What follows belongs to an exercise in optimizing a design on an open flow for small area and a short achievable clock period; a production flow would make more cautious choices. In this exercise RTL edits were held to simulation tests only and were not proved equivalent to the original.

==> flow/design.v (outline; a module is shown in full before it is edited, if it fits) <==
// module pipelined_functional_unit: 1866 lines
// module pfu_fa: 4 lines
// module pfu_ha: 4 lines
module pipelined_functional_unit #(
  parameter int WIDTH = 32,
  parameter int LAT   = 3
) (
  input  logic             CLK,
  input  logic             RST_N,
  input  logic [WIDTH-1:0] A,
  input  logic [WIDTH-1:0] B,
  input  logic [WIDTH-1:0] C,
  input  logic [4:0]       INST,
  input  logic             CI,
  input  logic             IN_VALID,
  output logic             IN_READY,
  output logic             OUT_VALID,
  input  logic             OUT_READY,
  output logic [WIDTH-1:0] Z,
  output logic [3:0]       FLAGS
);
  // ...
==> flow/run.sh <==
#!/bin/bash
# synth_recipe.tcl (not shown) runs the flow's synth.tcl, then flattens the netlist and writes it again
# the make line also repeats each setting of config.mk as NAME=value (left out here)
make -C /OpenROAD-flow-scripts/flow DESIGN_CONFIG=/design/flow/config.mk WORK_HOME=/design/flow/orfs CLKGATE_MAP_FILE= SYNTH_SCRIPT=/design/flow/synth_recipe.tcl finish
==> flow/config.mk <==
export PLATFORM = sky130hd
export DESIGN_NAME = pipelined_functional_unit
export DESIGN_NICKNAME = pipelined_functional_unit
export VERILOG_FILES = /design/flow/design.v
export SDC_FILE = /design/flow/constraint.sdc
export NUM_CORES = 4
export LEC_CHECK = 0
export ABC_AREA = 1
export CAP_MARGIN = 20
export CORE_MARGIN = 2
export CORE_UTILIZATION = 40
export SETUP_SLACK_MARGIN = 5
export SLEW_MARGIN = 20
export SYNTH_HIERARCHICAL = 1
==> flow/constraint.sdc <==
create_clock -name core_clock -period 10.0 [get_ports {CLK}]
set_input_delay 2.0000 -clock core_clock [delete_from_list [all_inputs] [get_ports {CLK}]]
set_output_delay 2.0000 -clock core_clock [all_outputs]
set_load 0.01 [all_outputs]
==> impl_metrics.json, run 1 <==
{
  "status": "timing/DRC/antenna clean",
  "grt.total_usage_pct": 27.4,
  "cts_tree": "yes",
  "synth_mux_area_share_pct": 0.0533,
  "cap_viol_max_count": 0,
  "clock_latency_ns": 0.57,
  "multi_input_area_share_pct": 55.4,
  "num-multi-input-gates": 1646,
  "r2r_end": "r2_x[31]$_DFFE_PN_",
  "rr_worst_depth": 20,
  "mostFrequentLayoutCells": "334 x nand2_1, 267 x xor2_1, 254 x o22ai_1",
  "rsz0062_at_grt": "yes",
  "met2_length_um": 33000,
  "nFillCells": 4870,
  "hp-class": "flop to flop",
  "crit_slowest_cell": "edfxtp_1",
  "cts_sinks": 205,
  "routedWlPerCell_um": 24.5,
  "fp.dieH_um": 234,
  "layout.area.top_class": "multi-input gates",
  "placedInstanceArea_um2": 23000,
  "die-area_um2": 54700,
  "drc": 0,
  "synth_top_family_by_area": "adder cells",
  "cp-startpoint": "r1_nma[14]$_DFFE_PN_",
  "ys_seq_area_share_pct": 29.1,
  "relSlewSlack_pct": 27.0,
  "critPathArrivalTime_ns": 5.59,
  "num_vias": 17800
}
==> run 2, diff against run 1 <==
--- a/flow/design.v
+++ b/flow/design.v
@@ -14,17 +14,17 @@
   output logic             OUT_VALID,
   input  logic             OUT_READY,
   output logic [WIDTH-1:0] Z,
   output logic [3:0]       FLAGS
 );
   logic        w_stall;
   logic [2:0]  r_valid;
   logic        w_madd, w_alu, w_add, w_sub, w_and, w_or, w_xor, w_not, w_pass;
-  logic        w_arith, w_sll, w_rsh, w_sra, w_shf, w_b31;
+  logic        w_arith, w_sll, w_rsh, w_sra, w_shf;
   logic        w_k00, w_k01, w_k10, w_k11;
   logic [3:0]  w_op;
   logic [31:0] w_oh, w_th, w_lut, w_ma, w_mb, w_cc;
   logic [15:0] w_one, w_two, w_neg;
   assign w_op    = INST[3:0];
   assign w_madd  = INST[4];
   assign w_alu   = !INST[4];
   assign w_add   = w_alu && (w_op == 4'd0 || w_op == 4'd1);
@@ -48,34 +48,33 @@
   always_comb begin
     for (int i = 0; i < 32; i++) begin
       w_lut[i] = A[i] ? (B[i] ? w_k11 : w_k10) : (B[i] ? w_k01 : w_k00);
       w_ma[i]  = w_rsh ? A[31-i] : A[i];
     end
   end
   assign w_mb = w_madd ? B : ((w_shf ? w_oh : 32'd0) | {31'd0, w_arith});
   assign w_cc = (w_madd ? C : 32'd0) | w_lut | (w_th & {32{w_sra && A[31]}});
-  assign w_b31 = B[31] ^ w_sub;
   always_comb begin
     for (int j = 0; j < 16; j++) begin
       logic b2, b1, b0;
       b2 = w_mb[2*j+1];
       b1 = w_mb[2*j];
       b0 = (j == 0) ? 1'b0 : w_mb[2*j-1];
       w_one[j] = b1 ^ b0;
       w_two[j] = (b2 && !b1 && !b0) || (!b2 && b1 && b0);
       w_neg[j] = b2;
     end
   end
   logic [31:0] r1_nma, r1_cc;
   logic [15:0] r1_none, r1_ntwo, r1_neg;
-  logic [31:0] r1_mb;
-  logic        r1_cin, r1_g, r1_p, r1_q, r1_rsh;
+  logic        r1_cin, r1_arith, r1_rsh;
   logic [31:0] w_x;
-  logic [30:0] w_y;
+  logic [30:7] w_y;
+  logic        w_ci;
   logic p1;
   logic p2;
   logic p3;
   logic p4;
   logic p5;
   logic p6;
   logic p7;
   logic p8;
@@ -884,18 +883,31 @@
   logic s811;
   logic s812;
   logic s813;
   logic s814;
   logic s815;
   logic s816;
   logic s817;
   logic s818;
+  logic s819;
+  logic c820;
+  logic s821;
+  logic c822;
+  logic s823;
+  logic c824;
+  logic s825;
+  logic c826;
+  logic s827;
+  logic c828;
+  logic s829;
+  logic c830;
+  logic s831;
+  logic c832;
   logic bg1;
-  logic bp1;
   logic bg2;
   logic bp2;
   logic bg3;
   logic bp3;
   logic bg4;
   logic bp4;
   logic bg5;
   logic bp5;
@@ -970,92 +982,16 @@
   logic bg40;
   logic bp40;
   logic bg41;
   logic bp41;
   logic bg42;
   logic bp42;
   logic bg43;
   logic bp43;
-  logic bg44;
-  logic bp44;
-  logic bg45;
-  logic bp45;
-  logic bg46;
-  logic bp46;
-  logic bg47;
-  logic bp47;
-  logic bg48;
-  logic bp48;
-  logic bg49;
-  logic bp49;
-  logic bg50;
-  logic bp50;
-  logic bg51;
-  logic bp51;
-  logic bg52;
-  logic bp52;
-  logic bg53;
-  logic bp53;
-  logic bg54;
-  logic bp54;
-  logic bg55;
-  logic bp55;
-  logic bg56;
-  logic bp56;
-  logic bg57;
-  logic bp57;
-  assign r1_none[0] = ~(r1_mb[0] ^ 1'b0);
-  assign r1_ntwo[0] = ~((r1_mb[1] & ~r1_mb[0] & ~1'b0) | (~r1_mb[1] & r1_mb[0] & 1'b0));
-  assign r1_neg[0] = r1_mb[1];
-  assign r1_none[1] = ~(r1_mb[2] ^ r1_mb[1]);
-  assign r1_ntwo[1] = ~((r1_mb[3] & ~r1_mb[2] & ~r1_mb[1]) | (~r1_mb[3] & r1_mb[2] & r1_mb[1]));
-  assign r1_neg[1] = r1_mb[3];
-  assign r1_none[2] = ~(r1_mb[4] ^ r1_mb[3]);
-  assign r1_ntwo[2] = ~((r1_mb[5] & ~r1_mb[4] & ~r1_mb[3]) | (~r1_mb[5] & r1_mb[4] & r1_mb[3]));
-  assign r1_neg[2] = r1_mb[5];
-  assign r1_none[3] = ~(r1_mb[6] ^ r1_mb[5]);
-  assign r1_ntwo[3] = ~((r1_mb[7] & ~r1_mb[6] & ~r1_mb[5]) | (~r1_mb[7] & r1_mb[6] & r1_mb[5]));
-  assign r1_neg[3] = r1_mb[7];
-  assign r1_none[4] = ~(r1_mb[8] ^ r1_mb[7]);
-  assign r1_ntwo[4] = ~((r1_mb[9] & ~r1_mb[8] & ~r1_mb[7]) | (~r1_mb[9] & r1_mb[8] & r1_mb[7]));
-  assign r1_neg[4] = r1_mb[9];
-  assign r1_none[5] = ~(r1_mb[10] ^ r1_mb[9]);
-  assign r1_ntwo[5] = ~((r1_mb[11] & ~r1_mb[10] & ~r1_mb[9]) | (~r1_mb[11] & r1_mb[10] & r1_mb[9]));
-  assign r1_neg[5] = r1_mb[11];
-  assign r1_none[6] = ~(r1_mb[12] ^ r1_mb[11]);
-  assign r1_ntwo[6] = ~((r1_mb[13] & ~r1_mb[12] & ~r1_mb[11]) | (~r1_mb[13] & r1_mb[12] & r1_mb[11]));
-  assign r1_neg[6] = r1_mb[13];
-  assign r1_none[7] = ~(r1_mb[14] ^ r1_mb[13]);
-  assign r1_ntwo[7] = ~((r1_mb[15] & ~r1_mb[14] & ~r1_mb[13]) | (~r1_mb[15] & r1_mb[14] & r1_mb[13]));
-  assign r1_neg[7] = r1_mb[15];
-  assign r1_none[8] = ~(r1_mb[16] ^ r1_mb[15]);
-  assign r1_ntwo[8] = ~((r1_mb[17] & ~r1_mb[16] & ~r1_mb[15]) | (~r1_mb[17] & r1_mb[16] & r1_mb[15]));
-  assign r1_neg[8] = r1_mb[17];
-  assign r1_none[9] = ~(r1_mb[18] ^ r1_mb[17]);
-  assign r1_ntwo[9] = ~((r1_mb[19] & ~r1_mb[18] & ~r1_mb[17]) | (~r1_mb[19] & r1_mb[18] & r1_mb[17]));
-  assign r1_neg[9] = r1_mb[19];
-  assign r1_none[10] = ~(r1_mb[20] ^ r1_mb[19]);
-  assign r1_ntwo[10] = ~((r1_mb[21] & ~r1_mb[20] & ~r1_mb[19]) | (~r1_mb[21] & r1_mb[20] & r1_mb[19]));
-  assign r1_neg[10] = r1_mb[21];
-  assign r1_none[11] = ~(r1_mb[22] ^ r1_mb[21]);
-  assign r1_ntwo[11] = ~((r1_mb[23] & ~r1_mb[22] & ~r1_mb[21]) | (~r1_mb[23] & r1_mb[22] & r1_mb[21]));
-  assign r1_neg[11] = r1_mb[23];
-  assign r1_none[12] = ~(r1_mb[24] ^ r1_mb[23]);
-  assign r1_ntwo[12] = ~((r1_mb[25] & ~r1_mb[24] & ~r1_mb[23]) | (~r1_mb[25] & r1_mb[24] & r1_mb[23]));
-  assign r1_neg[12] = r1_mb[25];
-  assign r1_none[13] = ~(r1_mb[26] ^ r1_mb[25]);
-  assign r1_ntwo[13] = ~((r1_mb[27] & ~r1_mb[26] & ~r1_mb[25]) | (~r1_mb[27] & r1_mb[26] & r1_mb[25]));
-  assign r1_neg[13] = r1_mb[27];
-  assign r1_none[14] = ~(r1_mb[28] ^ r1_mb[27]);
-  assign r1_ntwo[14] = ~((r1_mb[29] & ~r1_mb[28] & ~r1_mb[27]) | (~r1_mb[29] & r1_mb[28] & r1_mb[27]));
-  assign r1_neg[14] = r1_mb[29];
-  assign r1_none[15] = ~(r1_mb[30] ^ r1_mb[29]);
-  assign r1_ntwo[15] = ~((r1_mb[31] & ~r1_mb[30] & ~r1_mb[29]) | (~r1_mb[31] & r1_mb[30] & r1_mb[29]));
-  assign r1_neg[15] = r1_mb[31];
   assign p1 = ~(r1_none[0] | r1_nma[0]) ^ r1_neg[0];
   assign p2 = ~((r1_none[0] | r1_nma[1]) & (r1_ntwo[0] | r1_nma[0])) ^ r1_neg[0];
   assign p3 = ~((r1_none[0] | r1_nma[2]) & (r1_ntwo[0] | r1_nma[1])) ^ r1_neg[0];
   assign p4 = ~((r1_none[0] | r1_nma[3]) & (r1_ntwo[0] | r1_nma[2])) ^ r1_neg[0];
   assign p5 = ~((r1_none[0] | r1_nma[4]) & (r1_ntwo[0] | r1_nma[3])) ^ r1_neg[0];
   assign p6 = ~((r1_none[0] | r1_nma[5]) & (r1_ntwo[0] | r1_nma[4])) ^ r1_neg[0];
   assign p7 = ~((r1_none[0] | r1_nma[6]) & (r1_ntwo[0] | r1_nma[5])) ^ r1_neg[0];
   assign p8 = ~((r1_none[0] | r1_nma[7]) & (r1_ntwo[0] | r1_nma[6])) ^ r1_neg[0];
@@ -1455,23 +1391,23 @@
   pfu_fa u_s531 (.a(c388), .b(c390), .c(c392), .s(s531), .co(c532));
   pfu_fa u_s533 (.a(s287), .b(s395), .c(s397), .s(s533), .co(c534));
   pfu_fa u_s535 (.a(c394), .b(s399), .c(s401), .s(s535), .co(c536));
   pfu_fa u_s537 (.a(c396), .b(c398), .c(s293), .s(s537), .co(c538));
   pfu_fa u_s539 (.a(s403), .b(s405), .c(c400), .s(s539), .co(c540));
   pfu_fa u_s541 (.a(s407), .b(c402), .c(s409), .s(s541), .co(c542));
   pfu_fa u_s543 (.a(c404), .b(c406), .c(s301), .s(s543), .co(c544));
   pfu_fa u_s545 (.a(s411), .b(s413), .c(c408), .s(s545), .co(c546));
-  pfu_fa u_s547 (.a(s415), .b(c410), .c(s417), .s(s547), .co(c548));
+  pfu_fa u_s547 (.a(c410), .b(s415), .c(s417), .s(s547), .co(c548));
   pfu_fa u_s549 (.a(c412), .b(c414), .c(s309), .s(s549), .co(c550));
   pfu_fa u_s551 (.a(s419), .b(c416), .c(s421), .s(s551), .co(c552));
-  pfu_fa u_s553 (.a(s423), .b(c418), .c(s425), .s(s553), .co(c554));
+  pfu_fa u_s553 (.a(c418), .b(s423), .c(s425), .s(s553), .co(c554));
   pfu_fa u_s555 (.a(c420), .b(s319), .c(s427), .s(s555), .co(c556));
   pfu_fa u_s557 (.a(c422), .b(c424), .c(s429), .s(s557), .co(c558));
-  pfu_fa u_s559 (.a(s431), .b(c426), .c(s433), .s(s559), .co(c560));
+  pfu_fa u_s559 (.a(c426), .b(s431), .c(s433), .s(s559), .co(c560));
   pfu_ha u_s561 (.a(r1_cc[4]), .b(r1_neg[2]), .s(s561), .co(c562));
   pfu_ha u_s563 (.a(r1_cc[5]), .b(p36), .s(s563), .co(c564));
   pfu_fa u_s565 (.a(r1_cc[6]), .b(r1_neg[3]), .c(p37), .s(s565), .co(c566));
   pfu_ha u_s567 (.a(p65), .b(p7), .s(s567), .co(c568));
   pfu_fa u_s569 (.a(r1_cc[7]), .b(p38), .c(p66), .s(s569), .co(c570));
   pfu_ha u_s571 (.a(p8), .b(p92), .s(s571), .co(c572));
   pfu_fa u_s573 (.a(s435), .b(p117), .c(p39), .s(s573), .co(c574));
   pfu_fa u_s575 (.a(p67), .b(p9), .c(p93), .s(s575), .co(c576));
@@ -1491,30 +1427,30 @@
   pfu_fa u_s603 (.a(s465), .b(s467), .c(s469), .s(s603), .co(c604));
   pfu_fa u_s605 (.a(c466), .b(c468), .c(s471), .s(s605), .co(c606));
   pfu_fa u_s607 (.a(s473), .b(c470), .c(s475), .s(s607), .co(c608));
   pfu_fa u_s609 (.a(c472), .b(c474), .c(s477), .s(s609), .co(c610));
   pfu_fa u_s611 (.a(s479), .b(c476), .c(s481), .s(s611), .co(c612));
   pfu_fa u_s613 (.a(c478), .b(s483), .c(c480), .s(s613), .co(c614));
   pfu_fa u_s615 (.a(s485), .b(c482), .c(s487), .s(s615), .co(c616));
   pfu_fa u_s617 (.a(c484), .b(s489), .c(c486), .s(s617), .co(c618));
-  pfu_fa u_s619 (.a(s491), .b(c488), .c(s493), .s(s619), .co(c620));
+  pfu_fa u_s619 (.a(c488), .b(s491), .c(s493), .s(s619), .co(c620));
   pfu_fa u_s621 (.a(c490), .b(c492), .c(s495), .s(s621), .co(c622));
-  pfu_fa u_s623 (.a(s497), .b(c494), .c(s499), .s(s623), .co(c624));
+  pfu_fa u_s623 (.a(c494), .b(s497), .c(s499), .s(s623), .co(c624));
   pfu_fa u_s625 (.a(c496), .b(c498), .c(s501), .s(s625), .co(c626));
-  pfu_fa u_s627 (.a(s503), .b(c500), .c(s505), .s(s627), .co(c628));
-  pfu_fa u_s629 (.a(c502), .b(c504), .c(s507), .s(s629), .co(c630));
-  pfu_fa u_s631 (.a(c506), .b(s509), .c(s511), .s(s631), .co(c632));
-  pfu_fa u_s633 (.a(c508), .b(s513), .c(c510), .s(s633), .co(c634));
-  pfu_fa u_s635 (.a(c512), .b(s515), .c(s517), .s(s635), .co(c636));
-  pfu_fa u_s637 (.a(c514), .b(s519), .c(c516), .s(s637), .co(c638));
-  pfu_fa u_s639 (.a(c518), .b(s521), .c(s523), .s(s639), .co(c640));
-  pfu_fa u_s641 (.a(c520), .b(s525), .c(c522), .s(s641), .co(c642));
+  pfu_fa u_s627 (.a(c500), .b(s503), .c(s505), .s(s627), .co(c628));
+  pfu_fa u_s629 (.a(c502), .b(c504), .c(c506), .s(s629), .co(c630));
+  pfu_fa u_s631 (.a(s507), .b(s509), .c(s511), .s(s631), .co(c632));
+  pfu_fa u_s633 (.a(c508), .b(c510), .c(c512), .s(s633), .co(c634));
+  pfu_fa u_s635 (.a(s513), .b(s515), .c(s517), .s(s635), .co(c636));
+  pfu_fa u_s637 (.a(c514), .b(c516), .c(c518), .s(s637), .co(c638));
+  pfu_fa u_s639 (.a(s519), .b(s521), .c(s523), .s(s639), .co(c640));
+  pfu_fa u_s641 (.a(c520), .b(c522), .c(s525), .s(s641), .co(c642));
   pfu_fa u_s643 (.a(s527), .b(c524), .c(s529), .s(s643), .co(c644));
-  pfu_fa u_s645 (.a(c526), .b(s531), .c(c528), .s(s645), .co(c646));
+  pfu_fa u_s645 (.a(c526), .b(c528), .c(s531), .s(s645), .co(c646));
   pfu_fa u_s647 (.a(s533), .b(c530), .c(s535), .s(s647), .co(c648));
   pfu_fa u_s649 (.a(c532), .b(c534), .c(s537), .s(s649), .co(c650));
   pfu_fa u_s651 (.a(s539), .b(c536), .c(s541), .s(s651), .co(c652));
   pfu_fa u_s653 (.a(c538), .b(s543), .c(c540), .s(s653), .co(c654));
   pfu_fa u_s655 (.a(s545), .b(c542), .c(s547), .s(s655), .co(c656));
   pfu_fa u_s657 (.a(c544), .b(s549), .c(c546), .s(s657), .co(c658));
   pfu_fa u_s659 (.a(s551), .b(c548), .c(s553), .s(s659), .co(c660));
   pfu_fa u_s661 (.a(c550), .b(s555), .c(c552), .s(s661), .co(c662));
@@ -1526,28 +1462,28 @@
   pfu_fa u_s673 (.a(c562), .b(p6), .c(p64), .s(s673), .co(c674));
   pfu_fa u_s675 (.a(p91), .b(c564), .c(s567), .s(s675), .co(c676));
   pfu_fa u_s677 (.a(c568), .b(s571), .c(c566), .s(s677), .co(c678));
   pfu_fa u_s679 (.a(c572), .b(c570), .c(s573), .s(s679), .co(c680));
   pfu_fa u_s681 (.a(c574), .b(c576), .c(s577), .s(s681), .co(c682));
   pfu_fa u_s683 (.a(c578), .b(s581), .c(c580), .s(s683), .co(c684));
   pfu_fa u_s685 (.a(c582), .b(s585), .c(c584), .s(s685), .co(c686));
   pfu_fa u_s687 (.a(c586), .b(s589), .c(c588), .s(s687), .co(c688));
-  pfu_fa u_s689 (.a(c590), .b(s593), .c(c592), .s(s689), .co(c690));
-  pfu_fa u_s691 (.a(c594), .b(s597), .c(c596), .s(s691), .co(c692));
-  pfu_fa u_s693 (.a(c598), .b(s601), .c(c600), .s(s693), .co(c694));
+  pfu_fa u_s689 (.a(c590), .b(c592), .c(s593), .s(s689), .co(c690));
+  pfu_fa u_s691 (.a(c594), .b(c596), .c(s597), .s(s691), .co(c692));
+  pfu_fa u_s693 (.a(c598), .b(c600), .c(s601), .s(s693), .co(c694));
   pfu_fa u_s695 (.a(c602), .b(s605), .c(c604), .s(s695), .co(c696));
   pfu_fa u_s697 (.a(c606), .b(s609), .c(c608), .s(s697), .co(c698));
   pfu_fa u_s699 (.a(c610), .b(s613), .c(c612), .s(s699), .co(c700));
   pfu_fa u_s701 (.a(c614), .b(s617), .c(c616), .s(s701), .co(c702));
   pfu_fa u_s703 (.a(c618), .b(s621), .c(c620), .s(s703), .co(c704));
   pfu_fa u_s705 (.a(c622), .b(s625), .c(c624), .s(s705), .co(c706));
-  pfu_fa u_s707 (.a(c626), .b(c628), .c(s629), .s(s707), .co(c708));
-  pfu_fa u_s709 (.a(c630), .b(c632), .c(s633), .s(s709), .co(c710));
-  pfu_fa u_s711 (.a(c634), .b(c636), .c(s637), .s(s711), .co(c712));
+  pfu_fa u_s707 (.a(c626), .b(s629), .c(c628), .s(s707), .co(c708));
+  pfu_fa u_s709 (.a(c630), .b(s633), .c(c632), .s(s709), .co(c710));
+  pfu_fa u_s711 (.a(c634), .b(s637), .c(c636), .s(s711), .co(c712));
   pfu_fa u_s713 (.a(c638), .b(s641), .c(c640), .s(s713), .co(c714));
   pfu_fa u_s715 (.a(c642), .b(s645), .c(c644), .s(s715), .co(c716));
   pfu_fa u_s717 (.a(c646), .b(s649), .c(c648), .s(s717), .co(c718));
   pfu_fa u_s719 (.a(c650), .b(s653), .c(c652), .s(s719), .co(c720));
   pfu_fa u_s721 (.a(c654), .b(s657), .c(c656), .s(s721), .co(c722));
   pfu_fa u_s723 (.a(c658), .b(s661), .c(c660), .s(s723), .co(c724));
   pfu_ha u_s725 (.a(r1_neg[0]), .b(s665), .s(s725), .co(c726));
   pfu_fa u_s727 (.a(r1_cc[1]), .b(c666), .c(p2), .s(s727), .co(c728));
@@ -1597,40 +1533,41 @@
   assign s801 = c318 ^ c320;
   assign s802 = c428 ^ s795;
   assign s803 = s796 ^ s797;
   assign s804 = s798 ^ s799;
   assign s805 = s800 ^ s801;
   assign s806 = s802 ^ s803;
   assign s807 = s804 ^ c430;
   assign s808 = c432 ^ s805;
-  assign s809 = s806 ^ c434;
-  assign s810 = c556 ^ s807;
+  assign s809 = c434 ^ c556;
+  assign s810 = s806 ^ s807;
   assign s811 = s808 ^ s809;
   assign s812 = s810 ^ c558;
   assign s813 = s811 ^ c560;
   assign s814 = s812 ^ c662;
   assign s815 = s813 ^ s814;
   assign s816 = c664 ^ s815;
   assign s817 = s816 ^ c724;
   assign s818 = s817 ^ c786;
-  assign w_x[0] = s725;
-  assign w_y[0] = p1;
-  assign w_x[1] = c726;
-  assign w_y[1] = s727;
-  assign w_x[2] = c728;
-  assign w_y[2] = s729;
-  assign w_x[3] = c730;
-  assign w_y[3] = s731;
-  assign w_x[4] = c732;
-  assign w_y[4] = s733;
-  assign w_x[5] = c734;
-  assign w_y[5] = s735;
-  assign w_x[6] = c736;
-  assign w_y[6] = s737;
+  pfu_ha u_s819 (.a(p1), .b(s725), .s(s819), .co(c820));
+  pfu_fa u_s821 (.a(c726), .b(s727), .c(c820), .s(s821), .co(c822));
+  pfu_fa u_s823 (.a(c728), .b(s729), .c(c822), .s(s823), .co(c824));
+  pfu_fa u_s825 (.a(c730), .b(s731), .c(c824), .s(s825), .co(c826));
+  pfu_fa u_s827 (.a(c732), .b(s733), .c(c826), .s(s827), .co(c828));
+  pfu_fa u_s829 (.a(c734), .b(s735), .c(c828), .s(s829), .co(c830));
+  pfu_fa u_s831 (.a(c736), .b(s737), .c(c830), .s(s831), .co(c832));
+  assign w_ci = c832;
+  assign w_x[0] = s819;
+  assign w_x[1] = s821;
+  assign w_x[2] = s823;
+  assign w_x[3] = s825;
+  assign w_x[4] = s827;
+  assign w_x[5] = s829;
+  assign w_x[6] = s831;
   assign w_x[7] = c738;
   assign w_y[7] = s739;
   assign w_x[8] = c740;
   assign w_y[8] = s741;
   assign w_x[9] = c742;
   assign w_y[9] = s743;
   assign w_x[10] = c744;
   assign w_y[10] = s745;
@@ -1671,193 +1608,159 @@
   assign w_x[28] = c780;
   assign w_y[28] = s781;
   assign w_x[29] = c782;
   assign w_y[29] = s783;
   assign w_x[30] = c784;
   assign w_y[30] = s785;
   assign w_x[31] = s818;
   logic [31:0] r2_x;
-  logic [30:0] r2_y;
-  logic        r2_g, r2_p, r2_q, r2_rsh;
+  logic [30:7] r2_y;
+  logic        r2_ci, r2_g, r2_p, r2_q, r2_rsh;
   logic [31:0] w_s, w_z;
-  logic [31:0] ap, ag;
-  assign ap = r2_x ^ {1'b0, r2_y};
-  assign ag = r2_x & {1'b0, r2_y};
-  assign bg1 = ag[1] | (ap[1] & ag[0]);
-  assign bp1 = ap[1] & ap[0];
-  assign bg2 = ag[3] | (ap[3] & ag[2]);
-  assign bp2 = ap[3] & ap[2];
-  assign bg3 = ag[5] | (ap[5] & ag[4]);
-  assign bp3 = ap[5] & ap[4];
-  assign bg4 = ag[7] | (ap[7] & ag[6]);
-  assign bp4 = ap[7] & ap[6];
-  assign bg5 = ag[9] | (ap[9] & ag[8]);
-  assign bp5 = ap[9] & ap[8];
-  assign bg6 = ag[11] | (ap[11] & ag[10]);
-  assign bp6 = ap[11] & ap[10];
-  assign bg7 = ag[13] | (ap[13] & ag[12]);
-  assign bp7 = ap[13] & ap[12];
-  assign bg8 = ag[15] | (ap[15] & ag[14]);
-  assign bp8 = ap[15] & ap[14];
-  assign bg9 = ag[17] | (ap[17] & ag[16]);
-  assign bp9 = ap[17] & ap[16];
-  assign bg10 = ag[19] | (ap[19] & ag[18]);
-  assign bp10 = ap[19] & ap[18];
-  assign bg11 = ag[21] | (ap[21] & ag[20]);
-  assign bp11 = ap[21] & ap[20];
-  assign bg12 = ag[23] | (ap[23] & ag[22]);
-  assign bp12 = ap[23] & ap[22];
-  assign bg13 = ag[25] | (ap[25] & ag[24]);
-  assign bp13 = ap[25] & ap[24];
-  assign bg14 = ag[27] | (ap[27] & ag[26]);
-  assign bp14 = ap[27] & ap[26];
-  assign bg15 = ag[29] | (ap[29] & ag[28]);
-  assign bp15 = ap[29] & ap[28];
-  assign bg16 = ag[31] | (ap[31] & ag[30]);
-  assign bp16 = ap[31] & ap[30];
-  assign bg17 = bg2 | (bp2 & bg1);
-  assign bp17 = bp2 & bp1;
-  assign bg18 = bg4 | (bp4 & bg3);
-  assign bp18 = bp4 & bp3;
-  assign bg19 = bg6 | (bp6 & bg5);
-  assign bp19 = bp6 & bp5;
-  assign bg20 = bg8 | (bp8 & bg7);
-  assign bp20 = bp8 & bp7;
-  assign bg21 = bg10 | (bp10 & bg9);
-  assign bp21 = bp10 & bp9;
-  assign bg22 = bg12 | (bp12 & bg11);
-  assign bp22 = bp12 & bp11;
-  assign bg23 = bg14 | (bp14 & bg13);
-  assign bp23 = bp14 & bp13;
-  assign bg24 = bg16 | (bp16 & bg15);
-  assign bp24 = bp16 & bp15;
-  assign bg25 = bg18 | (bp18 & bg17);
-  assign bp25 = bp18 & bp17;
-  assign bg26 = bg20 | (bp20 & bg19);
-  assign bp26 = bp20 & bp19;
-  assign bg27 = bg22 | (bp22 & bg21);
-  assign bp27 = bp22 & bp21;
-  assign bg28 = bg24 | (bp24 & bg23);
-  assign bp28 = bp24 & bp23;
-  assign bg29 = bg26 | (bp26 & bg25);
-  assign bp29 = bp26 & bp25;
-  assign bg30 = bg28 | (bp28 & bg27);
-  assign bp30 = bp28 & bp27;
-  assign bg31 = bg30 | (bp30 & bg29);
-  assign bp31 = bp30 & bp29;
-  assign bg32 = bg27 | (bp27 & bg29);
-  assign bp32 = bp27 & bp29;
-  assign bg33 = bg19 | (bp19 & bg25);
-  assign bp33 = bp19 & bp25;
-  assign bg34 = bg21 | (bp21 & bg29);
-  assign bp34 = bp21 & bp29;
-  assign bg35 = bg23 | (bp23 & bg32);
-  assign bp35 = bp23 & bp32;
-  assign bg36 = bg3 | (bp3 & bg17);
-  assign bp36 = bp3 & bp17;
-  assign bg37 = bg5 | (bp5 & bg25);
-  assign bp37 = bp5 & bp25;
-  assign bg38 = bg7 | (bp7 & bg33);
-  assign bp38 = bp7 & bp33;
-  assign bg39 = bg9 | (bp9 & bg29);
-  assign bp39 = bp9 & bp29;
-  assign bg40 = bg11 | (bp11 & bg34);
-  assign bp40 = bp11 & bp34;
-  assign bg41 = bg13 | (bp13 & bg32);
-  assign bp41 = bp13 & bp32;
-  assign bg42 = bg15 | (bp15 & bg35);
-  assign bp42 = bp15 & bp35;
-  assign bg43 = ag[2] | (ap[2] & bg1);
-  assign bp43 = ap[2] & bp1;
-  assign bg44 = ag[4] | (ap[4] & bg17);
-  assign bp44 = ap[4] & bp17;
-  assign bg45 = ag[6] | (ap[6] & bg36);
-  assign bp45 = ap[6] & bp36;
-  assign bg46 = ag[8] | (ap[8] & bg25);
-  assign bp46 = ap[8] & bp25;
-  assign bg47 = ag[10] | (ap[10] & bg37);
-  assign bp47 = ap[10] & bp37;
-  assign bg48 = ag[12] | (ap[12] & bg33);
-  assign bp48 = ap[12] & bp33;
-  assign bg49 = ag[14] | (ap[14] & bg38);
-  assign bp49 = ap[14] & bp38;
-  assign bg50 = ag[16] | (ap[16] & bg29);
-  assign bp50 = ap[16] & bp29;
-  assign bg51 = ag[18] | (ap[18] & bg39);
-  assign bp51 = ap[18] & bp39;
-  assign bg52 = ag[20] | (ap[20] & bg34);
-  assign bp52 = ap[20] & bp34;
-  assign bg53 = ag[22] | (ap[22] & bg40);
-  assign bp53 = ap[22] & bp40;
-  assign bg54 = ag[24] | (ap[24] & bg32);
-  assign bp54 = ap[24] & bp32;
-  assign bg55 = ag[26] | (ap[26] & bg41);
-  assign bp55 = ap[26] & bp41;
-  assign bg56 = ag[28] | (ap[28] & bg35);
-  assign bp56 = ap[28] & bp35;
-  assign bg57 = ag[30] | (ap[30] & bg42);
-  assign bp57 = ap[30] & bp42;
-  assign w_s[0] = ap[0];
-  assign w_s[1] = ap[1] ^ ag[0];
-  assign w_s[2] = ap[2] ^ bg1;
-  assign w_s[3] = ap[3] ^ bg43;
-  assign w_s[4] = ap[4] ^ bg17;
-  assign w_s[5] = ap[5] ^ bg44;
-  assign w_s[6] = ap[6] ^ bg36;
-  assign w_s[7] = ap[7] ^ bg45;
-  assign w_s[8] = ap[8] ^ bg25;
-  assign w_s[9] = ap[9] ^ bg46;
-  assign w_s[10] = ap[10] ^ bg37;
-  assign w_s[11] = ap[11] ^ bg47;
+  logic [31:7] ap, ag;
+  assign ap = r2_x[31:7] ^ {1'b0, r2_y};
+  assign ag = r2_x[31:7] & {1'b0, r2_y};
+  assign bg1 = ag[7] | (ap[7] & r2_ci);
+  assign bg2 = ag[8] | (ap[8] & bg1);
+  assign bp2 = ap[8] & ap[7];
+  assign bg3 = ag[10] | (ap[10] & ag[9]);
+  assign bp3 = ap[10] & ap[9];
+  assign bg4 = ag[12] | (ap[12] & ag[11]);
+  assign bp4 = ap[12] & ap[11];
+  assign bg5 = ag[14] | (ap[14] & ag[13]);
+  assign bp5 = ap[14] & ap[13];
+  assign bg6 = ag[16] | (ap[16] & ag[15]);
+  assign bp6 = ap[16] & ap[15];
+  assign bg7 = ag[18] | (ap[18] & ag[17]);
+  assign bp7 = ap[18] & ap[17];
+  assign bg8 = ag[20] | (ap[20] & ag[19]);
+  assign bp8 = ap[20] & ap[19];
+  assign bg9 = ag[22] | (ap[22] & ag[21]);
+  assign bp9 = ap[22] & ap[21];
+  assign bg10 = ag[24] | (ap[24] & ag[23]);
+  assign bp10 = ap[24] & ap[23];
+  assign bg11 = ag[26] | (ap[26] & ag[25]);
+  assign bp11 = ap[26] & ap[25];
+  assign bg12 = ag[28] | (ap[28] & ag[27]);
+  assign bp12 = ap[28] & ap[27];
+  assign bg13 = ag[30] | (ap[30] & ag[29]);
+  assign bp13 = ap[30] & ap[29];
+  assign bg14 = bg3 | (bp3 & bg2);
+  assign bp14 = bp3 & bp2;
+  assign bg15 = bg5 | (bp5 & bg4);
+  assign bp15 = bp5 & bp4;
+  assign bg16 = bg7 | (bp7 & bg6);
+  assign bp16 = bp7 & bp6;
+  assign bg17 = bg9 | (bp9 & bg8);
+  assign bp17 = bp9 & bp8;
+  assign bg18 = bg11 | (bp11 & bg10);
+  assign bp18 = bp11 & bp10;
+  assign bg19 = bg13 | (bp13 & bg12);
+  assign bp19 = bp13 & bp12;
+  assign bg20 = bg15 | (bp15 & bg14);
+  assign bp20 = bp15 & bp14;
+  assign bg21 = bg17 | (bp17 & bg16);
+  assign bp21 = bp17 & bp16;
+  assign bg22 = bg19 | (bp19 & bg18);
+  assign bp22 = bp19 & bp18;
+  assign bg23 = bg21 | (bp21 & bg20);
+  assign bp23 = bp21 & bp20;
+  assign bg24 = bg22 | (bp22 & bg23);
+  assign bp24 = bp22 & bp23;
+  assign bg25 = bg16 | (bp16 & bg20);
+  assign bp25 = bp16 & bp20;
+  assign bg26 = bg18 | (bp18 & bg23);
+  assign bp26 = bp18 & bp23;
+  assign bg27 = bg4 | (bp4 & bg14);
+  assign bp27 = bp4 & bp14;
+  assign bg28 = bg6 | (bp6 & bg20);
+  assign bp28 = bp6 & bp20;
+  assign bg29 = bg8 | (bp8 & bg25);
+  assign bp29 = bp8 & bp25;
+  assign bg30 = bg10 | (bp10 & bg23);
+  assign bp30 = bp10 & bp23;
+  assign bg31 = bg12 | (bp12 & bg26);
+  assign bp31 = bp12 & bp26;
+  assign bg32 = ag[9] | (ap[9] & bg2);
+  assign bp32 = ap[9] & bp2;
+  assign bg33 = ag[11] | (ap[11] & bg14);
+  assign bp33 = ap[11] & bp14;
+  assign bg34 = ag[13] | (ap[13] & bg27);
+  assign bp34 = ap[13] & bp27;
+  assign bg35 = ag[15] | (ap[15] & bg20);
+  assign bp35 = ap[15] & bp20;
+  assign bg36 = ag[17] | (ap[17] & bg28);
+  assign bp36 = ap[17] & bp28;
+  assign bg37 = ag[19] | (ap[19] & bg25);
+  assign bp37 = ap[19] & bp25;
+  assign bg38 = ag[21] | (ap[21] & bg29);
+  assign bp38 = ap[21] & bp29;
+  assign bg39 = ag[23] | (ap[23] & bg23);
+  assign bp39 = ap[23] & bp23;
+  assign bg40 = ag[25] | (ap[25] & bg30);
+  assign bp40 = ap[25] & bp30;
+  assign bg41 = ag[27] | (ap[27] & bg26);
+  assign bp41 = ap[27] & bp26;
+  assign bg42 = ag[29] | (ap[29] & bg31);
+  assign bp42 = ap[29] & bp31;
+  assign bg43 = ag[31] | (ap[31] & bg24);
+  assign bp43 = ap[31] & bp24;
+  assign w_s[6:0] = r2_x[6:0];
+  assign w_s[7] = ap[7] ^ r2_ci;
+  assign w_s[8] = ap[8] ^ bg1;
+  assign w_s[9] = ap[9] ^ bg2;
+  assign w_s[10] = ap[10] ^ bg32;
+  assign w_s[11] = ap[11] ^ bg14;
   assign w_s[12] = ap[12] ^ bg33;
-  assign w_s[13] = ap[13] ^ bg48;
-  assign w_s[14] = ap[14] ^ bg38;
-  assign w_s[15] = ap[15] ^ bg49;
-  assign w_s[16] = ap[16] ^ bg29;
-  assign w_s[17] = ap[17] ^ bg50;
-  assign w_s[18] = ap[18] ^ bg39;
-  assign w_s[19] = ap[19] ^ bg51;
-  assign w_s[20] = ap[20] ^ bg34;
-  assign w_s[21] = ap[21] ^ bg52;
-  assign w_s[22] = ap[22] ^ bg40;
-  assign w_s[23] = ap[23] ^ bg53;
-  assign w_s[24] = ap[24] ^ bg32;
-  assign w_s[25] = ap[25] ^ bg54;
-  assign w_s[26] = ap[26] ^ bg41;
-  assign w_s[27] = ap[27] ^ bg55;
-  assign w_s[28] = ap[28] ^ bg35;
-  assign w_s[29] = ap[29] ^ bg56;
+  assign w_s[13] = ap[13] ^ bg27;
+  assign w_s[14] = ap[14] ^ bg34;
+  assign w_s[15] = ap[15] ^ bg20;
+  assign w_s[16] = ap[16] ^ bg35;
+  assign w_s[17] = ap[17] ^ bg28;
+  assign w_s[18] = ap[18] ^ bg36;
+  assign w_s[19] = ap[19] ^ bg25;
+  assign w_s[20] = ap[20] ^ bg37;
+  assign w_s[21] = ap[21] ^ bg29;
+  assign w_s[22] = ap[22] ^ bg38;
+  assign w_s[23] = ap[23] ^ bg23;
+  assign w_s[24] = ap[24] ^ bg39;
+  assign w_s[25] = ap[25] ^ bg30;
+  assign w_s[26] = ap[26] ^ bg40;
+  assign w_s[27] = ap[27] ^ bg26;
+  assign w_s[28] = ap[28] ^ bg41;
+  assign w_s[29] = ap[29] ^ bg31;
   assign w_s[30] = ap[30] ^ bg42;
-  assign w_s[31] = ap[31] ^ bg57;
+  assign w_s[31] = ap[31] ^ bg24;
   always_comb begin
     for (int i = 0; i < 32; i++) w_z[i] = r2_rsh ? w_s[31-i] : w_s[i];
   end
   logic [31:0] r3_z;
   logic        r3_cy, r3_v;
   assign w_stall = r_valid[2] && !OUT_READY;
   always_ff @(posedge CLK or negedge RST_N) begin
     if (!RST_N) r_valid <= '0;
     else if (!w_stall) r_valid <= {r_valid[1:0], IN_VALID};
   end
   always_ff @(posedge CLK) begin
     if (!w_stall) begin
       r1_nma  <= ~w_ma;
       r1_cc   <= w_cc;
-      r1_mb   <= w_mb;
+      r1_none <= ~w_one;
+      r1_ntwo <= ~w_two;
+      r1_neg  <= w_neg;
       r1_cin  <= (w_add && w_op[0] && CI) || w_sub;
-      r1_g    <= w_arith && A[31] && w_b31;
-      r1_p    <= w_arith && (A[31] ^ w_b31);
-      r1_q    <= w_arith && !(A[31] ^ w_b31);
+      r1_arith <= w_arith;
       r1_rsh  <= w_rsh;
       r2_x    <= w_x;
       r2_y    <= w_y;
-      r2_g    <= r1_g;
-      r2_p    <= r1_p;
-      r2_q    <= r1_q;
+      r2_ci   <= w_ci;
+      r2_g    <= r1_arith && !r1_nma[31] && r1_cc[31];
+      r2_p    <= r1_arith && (!r1_nma[31] ^ r1_cc[31]);
+      r2_q    <= r1_arith && !(!r1_nma[31] ^ r1_cc[31]);
       r2_rsh  <= r1_rsh;
       r3_z    <= w_z;
       r3_cy   <= r2_g || (r2_p && !w_s[31]);
       r3_v    <= r2_q && (w_s[31] ^ r2_g);
     end
   end
   assign IN_READY  = !w_stall;
   assign OUT_VALID = r_valid[2];
==> flow/flow/run.sh (new file) <==
#!/bin/bash
# The standard layout (standard.sh: ORFS from synthesis to finish), with the input and
# output port buffers made from the smallest buffer cell instead of the default choice.
export BUFFER_PORTS_ARGS="-buffer_cell sky130_fd_sc_hd__buf_1"
bash standard.sh > standard.log 2>&1
==> flow/standard.sh (new file) <==
#!/bin/bash
# synth_recipe.tcl (not shown) runs the flow's synth.tcl, then flattens the netlist and writes it again
# the make line also repeats each setting of config.mk as NAME=value (left out here)
make -C /OpenROAD-flow-scripts/flow DESIGN_CONFIG=/design/flow/config.mk WORK_HOME=/design/flow/orfs CLKGATE_MAP_FILE= SYNTH_SCRIPT=/design/flow/synth_recipe.tcl "${@:-finish}"
--- a/flow/config.mk
+++ b/flow/config.mk
@@ -4,11 +4,12 @@
 export VERILOG_FILES = /design/flow/design.v
 export SDC_FILE = /design/flow/constraint.sdc
 export NUM_CORES = 4
 export LEC_CHECK = 0
 export ABC_AREA = 1
 export CAP_MARGIN = 20
 export CORE_MARGIN = 2
 export CORE_UTILIZATION = 40
+export CTS_BUF_LIST = sky130_fd_sc_hd__clkbuf_4 sky130_fd_sc_hd__clkbuf_8
 export SETUP_SLACK_MARGIN = 5
 export SLEW_MARGIN = 20
 export SYNTH_HIERARCHICAL = 1
removed: flow/run.sh
==> impl_metrics.json, run 2 <==
{
  "critical-path-max-stage-delay_ns": 0.38,
  "cts_tree": "yes",
  "cpMostUsedCell": "buf_1",
  "syn_nets": 2639,
  "path_max_fanout": 62,
  "crit_slowest_cell": "buf_1",
  "end_kind": "output pin",
  "dp_hpwl_um": 54800,
  "grt.total_usage_pct": 26.8,
  "max_freq_ghz": 0.203,
  "layout_commonest_cell": "nand2_1",
  "ys_seq_area_share_pct": 29.6,
  "worst_hold_slack_ns": 0.461,
  "fp.dieH_um": 236,
  "clock_latency_ns": 0.61,
  "grt_pass1_wl_um": 112000,
  "yosysWarnings": 7,
  "status": "timing/DRC/antenna clean",
  "mostFrequentLayoutCells": "309 x nand2_1, 268 x xor2_1, 241 x o22ai_1, 241 x fa_1, 210 x edfxtp_1",
  "area_growth_syn_to_layout_pct": 11.4,
  "num_vias": 17700,
  "ys_top_cells_by_area": "edfxtp_1 29%, fa_1 23%, xor2_1 11%, o22ai_1 7.2%, nand2_1 5.4%",
  "worstHoldStart": "r_valid[1]$_DFFE_PN0N_",
  "met2_usage_pct": 42.3,
  "post-place-ws_ns": 4.50,
  "antenna_found_initial": 2,
  "rr_worst_depth": 22,
  "grt_busiest_layer": "met2",
  "synth_flop_cell": "edfxtp_1",
  "start_util_pct": 40.2,
  "async_flop_share_pct": 1.41,
  "syn_inst": 2234,
  "routed_wl_um": 75000,
  "hp-class": "flop to flop",
  "root_buffer": "clkbuf_8",
  "layout-drive-gt1-share_pct": 10.4,
  "crit_buf_inv": 3,
  "hold_depth": 2,
  "synth_top_area_share_pct": 29.3,
  "path_cells": "buf_1 -> inv_1 -> nand2_8 -> buf_1",
  "synth_cell_types": 51,
  "cts.path.max_buffers": 3,
  "netlist_area_um2": 21600,
  "grt-ovfl-total": 0,
  "cap_viol_max_count": 0,
  "synth_edf_count": 210,
  "fin_crit_sh_pct": 49.3,
  "synth_top_cell_by_area": "edfxtp_1",
  "critPathRequiredTime_ns": 8.00,
  "worstSetupPathType": "input port to output pin",
  "drc": 0,
  "critPathArrivalTime_ns": 2.93,
  "use_met3_pct": 4.42,
  "ioPinCount": 144,
  "avgSynthCellArea_um2": 9.65,
  "routedWlPerCell_um": 24.3,
  "cts_buffers": 39,
  "grt_pass1_vias": 18100,
  "yosysMostFrequentCell": "nand2_1",
  "setup_tns_ns": 0,
  "worst_slack_ns": 5.07,
  "yosys-top-cells-count": "311 x nand2_1, 269 x xor2_1, 249 x o22ai_1",
  "die_w_um": 236,
  "synth_seq_cells": 213,
  "tightest_slew_ns": 1.14,
  "core_area_um2": 53600,
  "r2r_start": "r1_nma[14]$_DFFE_PN_",
  "hold_viol_final": 0,
  "worstHoldEndpoint": "r_valid[2]$_DFFE_PN0N_",
  "cts_sinks": 213,
  "ant_nets": 0,
  "portBuffers": 143,
  "setup-violations-final": 0,
  "relSlewSlack_pct": 23.8,
  "vias_per_cell": 5.75,
  "fin_crit_ns": 4.93,
  "use_met1_pct": 36.7,
  "clock_skew_ns": 0.0266,
  "rsz0062_at_grt": "yes",
  "rrSetupSlack_ns": 5.10,
  "nets": 2767,
  "cts.htree.levels": 2,
  "clk_pin_slew_ns": 0.06,
  "r2r_end": "r2_x[31]$_DFFE_PN_",
  "place_congestion": 0.950,
  "worst_setup_path_start_kind": "input port",
  "drtIter0Drc": 1685,
  "cp_top_family": "buffers and inverters",
  "drt_first_pass_iters": 5,
  "finalMaxSlewViolations": 0,
  "grt_max_degree": 81,
  "die-area_um2": 55800,
  "rows": 85
}
==> run 2: cell count changes in the layout (fill, tap and decap cells not counted), sizes merged, moves of 26 or more <==
cell | before | now
a21oi | 82 | 34
o21ai | 134 | 160
buf | 82 | 263
nand2 | 364 | 314
nand3 | 54 | 28
clkbuf | 29 | 59
nor2 | 83 | 144
clkdlybuf4s50 | 142 | 0
==> run 2: through the flow <==
stage / util [%] / cell area, µm² / cells
floorplan: - / 21600 / 2234
global placement: 41.8 / 22400 / 2927
global route: 44.8 / 24000 / 3085
CTS: 44.1 / 23700 / 3053
finish: 44.8 / 24000 / 3086
detailed placement: 41.8 / 22400 / 2927
==> run 2: area by class of cell <==
type	instances	area, µm²
antenna	1	2.50
clock buffer	58	686
clock inverter	10	90.1
fill	5177	29600
inverter	216	811
multi-input combinational	1628	13700
sequential	213	6380
tap	696	871
timing repair buffer	264	1500
==> run 2: logic make-up after synthesis <==
logic type | Yosys count | synth area share [%]
DFF | 213 | 29.6
xor gates and xnor gates | 292 | 11.9
AOI/OAI and AO/OA | 521 | 15.4
buffers and inverters | 393 | 7.46
and+or+nand+nor | 514 | 9.69
muxes | 2 | 0.104
adders and majority gates | 299 | 25.9
==> run 2: worst max path at each step <==
stage                    endpoint  cells past startpoint            startpoint  slack [ns]
3_3_place_gp   r2_x[31]$_DFFE_PN_                     22   r1_nma[6]$_DFFE_PN_        4.63
6_report                 IN_READY                      4             OUT_READY        5.07
3_5_place_dp   r2_x[31]$_DFFE_PN_                     22  r1_none[3]$_DFFE_PN_        4.50
4_1_cts        r2_x[31]$_DFFE_PN_                     22  r1_nma[23]$_DFFE_PN_        5.01
2_1_floorplan  r2_x[31]$_DFFE_PN_                     24  r1_nma[12]$_DFFE_PN_        5.05
5_1_grt        r2_x[31]$_DFFE_PN_                     22  r1_nma[17]$_DFFE_PN_        4.84
==> run 2: timing repair <==
action                                  CTS  global route
endpoints found under the setup margin    1             1
buffers inserted                         58            32
hold buffers                              0             0
pin swaps                                 0             5
resized for setup                         1            22
==> run 2: worst reg2reg max path: stages (launching register included) <==
cell,delay (ns)
edfxtp_1,0.49
buf_4,0.18
buf_4,0.16
o22ai_1,0.17
xor2_1,0.26
fa_1,0.49
fa_1,0.51
fa_1,0.44
fa_1,0.53
fa_2,0.45
xor2_1,0.16
nand2_1,0.10
nand3b_1,0.11
nand2_1,0.08
nand2_1,0.06
nand2_1,0.06
nand2_1,0.04
nand2_1,0.07
nand3_1,0.09
nand2_1,0.08
nand2_1,0.04
nand2_1,0.05
inv_1,0.03
==> run 2: modules after synthesis, one instance, submodules excluded <==
module,cells inside,copies in the design
pfu_fa,1,232
pfu_ha,1,32
pipelined_functional_unit,1970,1
==> run 2: per-layer routing <==
layer | wire length, µm | part of all wire [%]
met1 | 31100 | 41
met2 | 34000 | 45
met3 | 6600 | 8.8
met4 | 3320 | 4.4
met5 | 0 | 0
==> run 3, diff against run 2 <==
--- a/flow/config.mk
+++ b/flow/config.mk
@@ -9,5 +9,5 @@
 export CAP_MARGIN = 20
 export CORE_MARGIN = 2
-export CORE_UTILIZATION = 40
+export CORE_UTILIZATION = 65
 export CTS_BUF_LIST = sky130_fd_sc_hd__clkbuf_4 sky130_fd_sc_hd__clkbuf_8
 export SETUP_SLACK_MARGIN = 5
==> impl_metrics.json, run 3 <==
{
  "layout-drive-gt1-share_pct": 9.91,
  "dp_hpwl_um": 51200,
  "start_util_pct": 66.1,
  "vias_per_cell": 6.49,
  "synth_top_cell_by_area": "edfxtp_1",
  "drc": 0,
  "synth_flop_cell": "edfxtp_1",
  "num_antenna_cells": 0,
  "drt_first_pass_iters": 6,
  "portBuffers": 143,
  "grt_pass1_wl_um": 106000,
  "hp-class": "flop to flop",
  "avgSynthCellArea_um2": 9.65,
  "die_w_um": 186,
  "synth_cell_types": 51,
  "status": "timing/DRC/antenna clean",
  "place_congestion": 1.02,
  "tightest_slew_ns": 1.05,
  "cts.path.max_buffers": 3,
  "ys_seq_area_share_pct": 29.6,
  "cts_buffers": 40,
  "end_kind": "flop",
  "syn_nets": 2639,
  "fin_cells": 2833,
  "async_flop_share_pct": 1.41,
  "routedWlPerCell_um": 25.1,
  "ioPinCount": 144,
  "clock_skew_ns": 0.0541,
  "cts_tree": "yes",
  "hold_viol_final": 0,
  "nets": 2767,
  "synth_edf_count": 210,
  "setup-violations-final": 0,
  "synth_seq_cells": 213,
  "max_freq_ghz": 0.199,
  "grt_max_degree": 85,
  "routed_wl_um": 71000,
  "relSlewSlack_pct": 29.8,
  "fin_crit_sh_pct": 50.3,
  "clk_pin_slew_ns": 0.06,
  "netlist_area_um2": 21600,
  "num_vias": 18400,
  "dp_cells": 2673,
  "antenna_found_initial": 1,
  "fin_crit_ns": 5.03,
  "layout_commonest_cell": "nand2_1",
  "synth_top_area_share_pct": 29.3,
  "cts.htree.levels": 2,
  "ctsHoldBuffers": 0,
  "yosysWarnings": 7,
  "die-area_um2": 34600,
  "setup_tns_ns": 0,
  "rsz0062_at_grt": "yes",
  "syn_inst": 2234,
  "grt-ovfl-total": 0,
  "grt.total_usage_pct": 41.9,
  "critPathArrivalTime_ns": 5.41,
  "core_area_um2": 32600,
  "yosysMostFrequentCell": "nand2_1",
  "drtIter0Drc": 2473,
  "finalMaxSlewViolations": 0,
  "cap_viol_max_count": 0,
  "worst_setup_path_start_kind": "flop",
  "ys_top_cells_by_area": "edfxtp_1 29%, fa_1 23%, xor2_1 11%, o22ai_1 7.2%, nand2_1 5.4%",
  "critPathRequiredTime_ns": 10.38,
  "worstSetupPathType": "flop to flop",
  "fp.dieH_um": 186,
  "grt_pass1_vias": 17900,
  "yosys-top-cells-count": "311 x nand2_1, 269 x xor2_1, 249 x o22ai_1",
  "root_buffer": "clkbuf_8",
  "cts_sinks": 213,
  "ant_nets": 0,
  "clock_latency_ns": 0.62,
  "mostFrequentLayoutCells": "309 x nand2_1, 268 x xor2_1, 247 x o22ai_1",
  "path_max_fanout": 12,
  "rows": 66,
  "area_growth_syn_to_layout_pct": 9.76
}
## run 3: changes by cell type in the layout (fill, tap and decap cells not counted), sizes merged
cell,previous run,this run
clkbuf,59,51
diode,1,0
bufinv,1,3
clkinv,7,18
buf,263,262
clkinvlp,2,0
## run 3: kinds of logic (layout without fill, tap and decap cells)
kind of cell,count (synthesis),after routing,synth area share (%)
multiplexers,2,2,0.104
adder cells (fa/ha/maj),299,299,25.9
XOR/XNOR,292,292,11.9
flip-flops,213,213,29.6
AND/OR/NAND/NOR,514,514,9.69
AO/OA/AOI/OAI,521,521,15.4
buffers and inverters,393,550,7.46
## run 3: worst paths after layout
| check | depth (start not counted) | end | from | slack [ns] |
|---|---|---|---|---|
| worst min register to register | 0 | r2_rsh$_DFFE_PN_ | r1_rsh$_DFFE_PN_ | 0.43 |
| worst max register to register | 23 | r2_x[31]$_DFFE_PN_ | r1_nma[10]$_DFFE_PN_ | 4.97 |
| worst min-delay path | 0 | r2_rsh$_DFFE_PN_ | r1_rsh$_DFFE_PN_ | 0.43 |
| worst max-delay path | 23 | r2_x[31]$_DFFE_PN_ | r1_nma[10]$_DFFE_PN_ | 4.97 |
| min in group asynchronous | 1 | r_valid[0]$_DFFE_PN0N_ | RST_N | 1.18 |
| max in group asynchronous | 1 | r_valid[1]$_DFFE_PN0N_ | RST_N | 8.67 |
## run 3: area by class of cell
cell class	count	area [µm²]
multi-input combinational	1628	13600
fill	2413	8960
sequential	213	6380
timing repair buffer	263	1490
inverter	216	811
clock buffer	50	632
tap	442	553
clock inverter	21	185
## run 3: layer usage
layer  global-route usage [%]  vias to the layer above  routed length [µm]
met1                     53.0                     8768               25600
li1                         -                     7853                   -
met4                     26.4                        2                5330
met5                        0                        -                  13
met2                     64.4                     1457               31300
met3                     11.0                      307                8750
## run 3: modules after synthesis (local to each module, per instance)
| module | times used | cells inside |
|---|---|---|
| pfu_ha | 32 | 1 |
| pipelined_functional_unit | 1 | 1970 |
| pfu_fa | 232 | 1 |
## run 3: what timing repair did
item,4_1_cts,5_1_grt
setup buffers,56,33
hold endpoints to repair,0,0
gates resized for setup,2,10
setup endpoints to repair,1,1
pin swaps,0,2
## run 3: worst max-delay path, stage by stage (launching register included)
cell      delay, ns
edfxtp_1       0.75
o22ai_1        0.22
xor2_1         0.19
fa_1           0.41
fa_1           0.58
fa_1           0.46
fa_1           0.40
fa_1           0.46
fa_2           0.38
xor2_1         0.15
nand2_1        0.10
nand2_1        0.06
nand2_1        0.07
nand2_1        0.05
nand2_1        0.07
nand2_1        0.05
nand2_1        0.05
nand2_1        0.06
inv_1          0.06
nand2_1        0.06
nand2_1        0.06
nand2_1        0.05
nand2_1        0.05
inv_1          0.03
## run 3: per-stage QoR
stage                     setup WS (ns)  area, µm²  util, %  hold slack [ns]
after CTS                          5.01      23400     71.6            0.428
final                              4.97      23700     72.5            0.426
after global placement             4.66      22100     67.8            0.405
after global routing               4.75      23700     72.5            0.432
after floorplan                    5.05      21600        -            0.400
after detailed placement           4.59      22100     67.8            0.417
==> run 4, diff against run 3 <==
==> flow/flow/run.sh (replaced) <==
#!/bin/bash
# The standard layout (standard.sh: ORFS from synthesis to finish) with two changes:
#  - the final ABC technology mapping in synthesis uses flow/abc.script (an area-oriented
#    script) instead of ORFS's abc_area.script; everything else in synth_recipe.tcl is kept;
#  - the input and output port buffers use the smallest buffer cell.
set -euo pipefail
W=$PWD
sed "1a proc abc {args} { set i [lsearch \$args -script]; if {\$i >= 0} {lset args [expr {\$i + 1}] $W/flow/abc.script}; yosys abc {*}\$args }" synth_recipe.tcl > my_synth.tcl
sed "s#SYNTH_SCRIPT=[^ ]*#SYNTH_SCRIPT=$W/my_synth.tcl#" standard.sh > my_standard.sh
grep -q "SYNTH_SCRIPT=$W/my_synth.tcl" my_standard.sh
export BUFFER_PORTS_ARGS="-buffer_cell sky130_fd_sc_hd__buf_1"
bash my_standard.sh > standard.log 2>&1
==> flow/flow/abc.script (new file) <==
strash
&get -n
&st
&dch
&nf -R 1000
&put
topo
stime -c
upsize -c
dnsize -c
--- a/flow/config.mk
+++ b/flow/config.mk
@@ -9,5 +9,5 @@
 export CAP_MARGIN = 20
 export CORE_MARGIN = 2
-export CORE_UTILIZATION = 65
+export CORE_UTILIZATION = 40
 export CTS_BUF_LIST = sky130_fd_sc_hd__clkbuf_4 sky130_fd_sc_hd__clkbuf_8
 export SETUP_SLACK_MARGIN = 5
==> impl_metrics.json, run 4 <==
{
  "cap_viol_max_count": 0,
  "critical-path-max-stage-delay_ns": 0.56,
  "yosys-top-cells-count": "270 x xor2_1, 256 x o22ai_1, 245 x fa_1",
  "fp.dieH_um": 225,
  "register_area_um2": 6380,
  "grt_pass1_wl_um": 101000,
  "ys_top_cells_by_area": "edfxtp_1 32%, fa_1 25%, xor2_1 12%, o22ai_1 8.2%, ha_1 3.5%",
  "critPathRequiredTime_ns": 8.00,
  "worstSetupPathType": "input port to output pin",
  "drtIter0Drc": 1611,
  "cts_buffers": 39,
  "r2r_start": "r1_none[4]$_DFFE_PN_",
  "mostFrequentLayoutCells": "270 x xor2_1, 254 x o22ai_1, 242 x fa_1",
  "layout-drive-gt1-share_pct": 10.2,
  "grt_max_degree": 128,
  "dp_hpwl_um": 48400,
  "die-area_um2": 50700,
  "drt_first_pass_iters": 6,
  "synth_seq_cells": 213,
  "nFillCells": 4500,
  "clock_skew_ns": 0.0280,
  "fin_crit_ns": 4.90,
  "routed_wl_um": 68000,
  "cts_sinks": 213,
  "setup-violations-final": 0,
  "cpMostUsedCell": "buf_1",
  "layout_commonest_cell": "xor2_1",
  "hold_depth": 0,
  "syn_inst": 1645,
  "root_buffer": "clkbuf_8",
  "synth_edf_count": 210,
  "end_kind": "output pin",
  "rsz0062_at_grt": "yes",
  "crit_end": "IN_READY",
  "core_area_um2": 48600,
  "cts.path.max_buffers": 3,
  "fin_crit_sh_pct": 49.0,
  "setup_tns_ns": 0,
  "clk_pin_slew_ns": 0.06,
  "rrSetupSlack_ns": 5.11,
  "area_growth_syn_to_layout_pct": 16.0,
  "yosysMostFrequentCell": "xor2_1",
  "ant_nets": 0,
  "async_flop_share_pct": 1.41,
  "hold_viol_final": 0,
  "path_cells": "buf_1 -> nand2b_4 -> buf_1",
  "syn_nets": 2050,
  "ctsHoldBuffers": 0,
  "r2r_end": "r2_x[31]$_DFFE_PN_",
  "hp-class": "flop to flop",
  "synth_flop_cell": "edfxtp_1",
  "status": "timing/DRC/antenna clean",
  "finalMaxSlewViolations": 0,
  "place_congestion": 0.947,
  "cts.htree.levels": 2,
  "rr_worst_depth": 15,
  "multiInputGateArea_um2": 13100,
  "worst_hold_slack_ns": 0.422,
  "die_w_um": 225,
  "crit_slowest_cell": "nand2b_4",
  "synth_cell_types": 49,
  "portBuffers": 143,
  "synth_top_area_share_pct": 32.2,
  "cts_tree": "yes",
  "netlist_area_um2": 19600,
  "num_vias": 15700,
  "grt-ovfl-total": 0,
  "nets": 2350,
  "clock_latency_ns": 0.58,
  "cp-startpoint": "OUT_READY",
  "worst_setup_path_start_kind": "input port",
  "avgSynthCellArea_um2": 11.9,
  "grt_pass1_vias": 16100,
  "grt.total_usage_pct": 26.8,
  "tightest_slew_ns": 0.904,
  "start_util_pct": 40.3,
  "max_freq_ghz": 0.204,
  "drc": 0,
  "ys_seq_area_share_pct": 32.6,
  "rows": 81,
  "ioPinCount": 144,
  "relSlewSlack_pct": 39.7,
  "antenna_found_initial": 1,
  "critPathArrivalTime_ns": 2.90,
  "synth_top_cell_by_area": "edfxtp_1",
  "routedWlPerCell_um": 26.2,
  "path_max_fanout": 40,
  "yosysWarnings": 7,
  "vias_per_cell": 6.07
}
[run 4: cell count changes after synthesis, sizes merged, moves of 19 or more]
cell    change
inv       -212
clkinv     +19
buf       -102
nor2       -61
xnor2      +37
nand2     -247
o21ai      -78
mux2i      +33
a21oi      +53
clkbuf     -72
[run 4: cell families (layout without fill, tap and decap cells)]
group                      Yosys count  count (layout)  share of synthesized area [%]
AOI/OAI and AO/OA                  509             509                           16.0
DFF                                213             213                           32.6
xor gates and xnor gates           331             331                           14.9
and+or+nand+nor                    224             224                           5.18
other                                0               1                              0
muxes                               43              43                           2.26
adders and majority gates          299             299                           28.5
buffers and inverters               26             350                          0.556
[run 4: Yosys stat by module (local to each module, per instance)]
module,cell area [µm²],flip-flops and latches,cells inside,copies in the design
pipelined_functional_unit,14500,213,1381,1
pfu_fa,20.0,0,1,232
pfu_ha,12.5,0,1,32
[run 4: worst min-delay path by stage]
stage / end / from / slack, ns
final: r2_rsh$_DFFE_PN_ / r1_rsh$_DFFE_PN_ / 0.42
after global routing: r2_rsh$_DFFE_PN_ / r1_rsh$_DFFE_PN_ / 0.44
after CTS: r2_rsh$_DFFE_PN_ / r1_rsh$_DFFE_PN_ / 0.42
after detailed placement: r2_rsh$_DFFE_PN_ / r1_rsh$_DFFE_PN_ / 0.41
after global placement: r2_rsh$_DFFE_PN_ / r1_rsh$_DFFE_PN_ / 0.40
after floorplan: r2_rsh$_DFFE_PN_ / r1_rsh$_DFFE_PN_ / 0.40
[run 4: what timing repair did]
action	4_1_cts	5_1_grt
cloned	0	1
endpoints found under the setup margin	1	1
resized for setup	0	17
pin swaps	0	8
setup buffers	41	40
[run 4: worst max-delay path, delay by kind of cell]
kind | cells | cell delay, ns
buffers and inverters | 2 | 0.28
AND/OR/NAND/NOR | 1 | 0.56
[run 4: routing by layer]
layer	wire (µm)	GRT usage, %	vias to the layer above
met5	0	0	-
met4	3320	12.6	0
met3	6120	5.71	161
met2	30500	41.4	940
met1	28000	36.2	7798
li1	-	-	6828
[run 4: cell type report]
type	instances	share of cell area, %
multi-input combinational	1406	57.8
sequential	213	28.1
timing repair buffer	262	6.96
tap	622	3.43
clock buffer	56	2.98
clock inverter	9	0.386
inverter	23	0.380
antenna	1	0.0110
[run 4: stage by stage]
| stage | area [µm²] | instances | util [%] | worst slack [ns] |
|---|---|---|---|---|
| floorplan | 19600 | 1645 | - | 4.47 |
| global placement | 21200 | 2443 | 43.5 | 4.78 |
| detailed placement | 21200 | 2444 | 43.6 | 4.78 |
| CTS | 22300 | 2550 | 45.9 | 5.00 |
| global route | 22700 | 2592 | 46.7 | 4.88 |
| finish | 22700 | 2592 | 46.7 | 5.10 |

==> what the ideal ports hide <==
The flow's constraints put no driver on any port. The routed layouts listed below were extracted and timed again, unchanged, in two steps. Step 1 sets driving cells, clkbuf_16 on the clock port and buf_2 on the other inputs (assumed; they add their load-dependent delay and slew). Step 2, shift: input delay + t, output delay - t, t = (earliest + latest rising clock arrival at the registers) / 2. This alone moves slack from input paths to output paths. Slacks: no drivers / after step 1 / after step 2; pairs: no drivers / after step 1.
| run | t, ns | setup WS [ns] | latest minus earliest clock arrival (ns) |
|---|---|---|---|
| run 1 | 0.611 | 4.718 / 4.718 / 4.718 | 0.029 / 0.029 |
| run 2 | 0.649 | 5.073 / 5.047 / 5.032 | 0.027 / 0.027 |
| run 3 | 0.647 | 4.973 / 4.973 / 4.973 | 0.055 / 0.055 |
| run 4 | 0.627 | 5.095 / 5.067 / 5.067 | 0.028 / 0.028 |
After both steps setup and hold are still met in every run listed. The setup slack of run 2, which loses most, moves by -0.026 ns with the drivers and by -0.041 ns with both steps.
